What follows belongs to an exercise in optimizing a design on an open flow for small area and a short achievable clock period; a production flow would make more cautious choices.
Only simulation tests tie the RTL to the original design; equivalence was not proved.

==> flow/design.v, too long to show whole: its modules and the start of the top module <==
// module iteration_count_palette_top: 8230 lines
module iteration_count_palette_top #(
  parameter int COUNT_WIDTH = 16,
  parameter int FRAC_BITS   = 16
) (
  input  logic        clk,
  input  logic        rst,
  input  logic        start,
  output logic        busy,
  input  logic [15:0] iter_count,
  output logic        done,
  output logic [7:0]  red,
  output logic [7:0]  green,
  output logic [7:0]  blue,
  input  logic        psel,
  input  logic        penable,
  input  logic        pwrite,
  input  logic [2:0]  paddr,
  input  logic [31:0] pwdata,
  output logic [31:0] prdata,
  output logic        pready
);
  // ...
==> flow/run.sh <==
#!/bin/bash
# synth_recipe.tcl (not shown) runs the flow's synth.tcl, then flattens the netlist and writes it again
# the make line also repeats each setting of config.mk as NAME=value (left out here)
make -C /OpenROAD-flow-scripts/flow DESIGN_CONFIG=/design/flow/config.mk WORK_HOME=/design/flow/orfs CLKGATE_MAP_FILE= SYNTH_SCRIPT=/design/flow/synth_recipe.tcl finish
==> flow/config.mk <==
export PLATFORM = sky130hd
export DESIGN_NAME = iteration_count_palette_top
export DESIGN_NICKNAME = iteration_count_palette_top
export VERILOG_FILES = /design/flow/design.v
export SDC_FILE = /design/flow/constraint.sdc
export NUM_CORES = 4
export LEC_CHECK = 0
export CAP_MARGIN = 20
export CORE_MARGIN = 2
export CORE_UTILIZATION = 40
export CTS_BUF_LIST = sky130_fd_sc_hd__clkbuf_8
export SETUP_SLACK_MARGIN = 5
export SLEW_MARGIN = 20
==> flow/constraint.sdc <==
create_clock -name core_clock -period 8.5 [get_ports {clk}]
set_input_delay 1.7000 -clock core_clock [delete_from_list [all_inputs] [get_ports {clk}]]
set_output_delay 1.7000 -clock core_clock [all_outputs]
set_load 0.01 [all_outputs]
==> results_dict.tcl, run 1 <==
set metrics [dict create \
    antenna_found_initial 3 \
    worst_path_dominant_cell_family "adder cells" \
    die_h_um 435 \
    detail_route.drc_violations 0 \
    r2r_start "p21[35]" \
    synth_cells 6716 \
    hold_path_depth 0 \
    die_x_um 435 \
    dieArea_um2 189000 \
    setup_ws_ns 5.10 \
    holdCritStartpoint "p21[11]" \
    synthFlopType "dfxtp_1" \
    multi_input_area_share 0.492 \
    synth_cell_types 82 \
    clockBufferDepth 3 \
    synth_top_area_cell "dfxtp_1" \
    synth_top_family_by_area "adder cells" \
    wl_met2_mm 79.6 \
    endpoint "p22[67]" \
    max_stage_delay_ns 0.77 \
    fin_tns_setup_ns 0 \
    drv_slew 0 \
    max_slew_margin 0.270 \
    hold_viol_final 0 \
    status "timing/DRC/antenna clean" \
    nWellTaps 2480 \
    rows 158 \
    largest_register_ffs 130 \
    place_area_um2 77300 \
    inverters 1009 \
    core_area_um2 185000 \
    hold_slack_ns 0.289 \
    use_met2 0.300 \
    pin_count 116 \
]
==> inputs of run 2 (changes only) <==
--- a/flow/config.mk
+++ b/flow/config.mk
@@ -9,5 +9,7 @@
 export CORE_MARGIN = 2
 export CORE_UTILIZATION = 40
 export CTS_BUF_LIST = sky130_fd_sc_hd__clkbuf_8
+export CTS_CLUSTER_DIAMETER = 50
+export CTS_CLUSTER_SIZE = 16
 export SETUP_SLACK_MARGIN = 5
 export SLEW_MARGIN = 20
==> results_dict.tcl, run 2 <==
set metrics [dict create \
    status "timing/DRC/antenna clean" \
    cp.buffers_inverters 4 \
    largest_register_ffs 130 \
    clockBufferDepth 3 \
    clockRootBuffer "clkbuf_8" \
    max_stage_delay_ns 0.96 \
    worst_path_dominant_cell_family "adder cells" \
    final_cell_mix "1393 x dfxtp_1, 1004 x inv_1, 739 x fa_1, 487 x ha_1, 375 x xnor2_1" \
    synth_area_um2 74200 \
    grt_pass1_vias 48085 \
    cts_made_buffers 151 \
    synth_edf_count 0 \
    wirelength_mm 155 \
    h-tree-depth 4 \
    rows 158 \
    fin_tns_setup_ns 0 \
    synth_top_area_cell "dfxtp_1" \
    critPathKind "reg -> reg" \
    syn_to_final_growth_pct 9.44 \
    max_slew_margin 0.268 \
    synth_seq_cells 1431 \
    rsz0062_at_grt "false" \
    port_buffers 80 \
    synth.most_common_cell "dfxtp_1" \
    critPathMaxFanout 18 \
    synthArstFlopShare 0 \
    drtAntennaViolNets 0 \
    die_h_um 435 \
    place_area_um2 77300 \
    grt_usage 0.167 \
    ys_seq_area_frac 0.386 \
    hold_buffers 0 \
    synthFlopType "dfxtp_1" \
    synth_commonest_cells "1431 x dfxtp_1, 998 x inv_1, 739 x fa_1" \
    pin_count 116 \
    clk_latency_ns 0.96 \
    grt_max_degree 52 \
    nNetsFinal 8054 \
    clkSinkCount 1431 \
    cp.arrival_ns 4.19 \
    max_freq_ghz 0.296 \
    path_cells "inv_1 -> fa_1 -> inv_1 -> fa_1 -> inv_1 -> fa_1 -> inv_1 -> fa_1" \
    synth_cell_types 82 \
    vias 45085 \
    cts.clk_slew.worst_paths_ns 0.09 \
    fillerInstances 17444 \
    wl_per_cell_um 16.6 \
    top_register "p25" \
    cpMaxStageDelayCell "dfxtp_1" \
    critPathRequiredTime_ns 9.32 \
    worst_pin_slew_ns 1.09 \
    period_share 0.397 \
    via_per_inst 4.81 \
    placed_cells 9070 \
    syn_avg_cell_area_um2 11.0 \
    period_needed_ns 3.38 \
    first_pass_iters 6 \
    layout_commonest_cell "dfxtp_1" \
    start_util 0.401 \
    overflow 0 \
    die_x_um 435 \
    drv_slew 0 \
    drv_cap 0 \
    critPathCaptureType "register" \
    antenna_found_initial 4 \
    gp_congestion 0.850 \
    yosysTopAreaCellShare 0.386 \
    hold_path.class "reg -> reg" \
    synth_cells 6716 \
    design_area_um2 81200 \
    skew_ns 0.0689 \
    yosysWarnings 1 \
    first_iter_violations 2084 \
    cts_tree "yes" \
    core_area_um2 185000 \
    top_regs "p25: 130 flops, p24: 127 flops, p23: 113 flops" \
    grt_pass1_wl_mm 255 \
    layout-drive-gt1-share 0.0906 \
    fin_cells 9378 \
    hold_viol_final 0 \
    synth_area_leaders "dfxtp_1 39%, fa_1 20%, ha_1 8.2%, inv_1 5.0%, xnor2_1 4.4%" \
    setup_viol_count_final 0 \
    detail_route.drc_violations 0 \
    worstSetupStartpointType "register" \
    dieArea_um2 189000 \
    dpl.hpwl_mm 118 \
]
run 2: cell counts after synthesis:
No cell type changed its count.
run 2: logic make-up after synthesis:
kind of cell / after synthesis / share of synthesized area
multiplexers: 228 / 0.0343
other: 2 / 0.000101
AO/OA/AOI/OAI: 951 / 0.0892
AND/OR/NAND/NOR: 986 / 0.0690
flip-flops: 1431 / 0.386
adder cells (fa/ha/maj): 1226 / 0.281
buffers and inverters: 1265 / 0.0658
XOR/XNOR: 627 / 0.0740
run 2: final timing paths:
path,cells past startpoint,slack (ns),endpoint,startpoint
worst min-delay path,0,0.30,p22[11],p21[11]
worst max register to register,8,5.12,p25[82],p24[39]
worst max-delay path,8,5.12,p25[82],p24[39]
worst min register to register,0,0.30,p22[11],p21[11]
run 2: metal layers:
layer	routed length, um	GRT usage	vias to the layer above
met2	79100	0.299	907
met4	4870	0.0610	2
met3	7020	0.0290	269
met1	64500	0.199	22152
li1	-	-	21755
met5	15	0	-
run 2: timing repair:
action,4_1_cts,5_1_grt
hold endpoints to repair,0,0
resized for setup,67,36
setup endpoints to repair,150,125
buffers inserted,12,16
pin swaps,4,6
run 2: final cells by class:
class | count | area [um^2] | area share
multi-input combinational | 4040 | 40800 | 0.503
sequential | 1431 | 28700 | 0.353
inverter | 1009 | 3800 | 0.0467
tap | 2480 | 3100 | 0.0382
clock buffer | 159 | 2190 | 0.0269
clock inverter | 112 | 1330 | 0.0163
timing repair buffer | 138 | 1260 | 0.0155
antenna | 9 | 22.5 | 0.000277
run 2: stage by stage:
stage,utilization,hold slack [ns],setup WS (ns)
after floorplan,-,0.310,4.98
after global routing,0.439,0.299,4.98
after global placement,0.418,0.310,4.70
final,0.439,0.302,5.12
after CTS,0.438,0.302,4.99
after detailed placement,0.418,0.312,4.66

-- afterwards: timing with drivers on the ports --
No port has a modelled driver above. Below, the same layouts with a new extraction and two added sets of constraints. Step 1, drivers: a clkbuf_16 drives clk and a buf_2 each remaining input, both assumed. Step 2 moves the port delays by t, midway between the first and last clock arrival at a register: inputs arrive t later, outputs are due t later. That takes back most of the time a late clock gives input paths. Slacks: ideal ports / drivers / drivers and shift; pairs: ideal ports / drivers.
| run | t (ns) | setup slack, ns | clock arrival spread, ns | pins driven straight from the clock port |
|---|---|---|---|---|
| run 1 | 1.010 | 5.096 / 5.076 / 4.773 | 0.087 / 0.087 | 1 |
| run 2 | 1.007 | 5.124 / 5.074 / 4.758 | 0.079 / 0.078 | 1 |
After both steps every run listed still meets setup and hold. For run 2, which loses most, drivers alone change the setup slack by -0.050 ns; drivers and shift together by -0.366 ns.
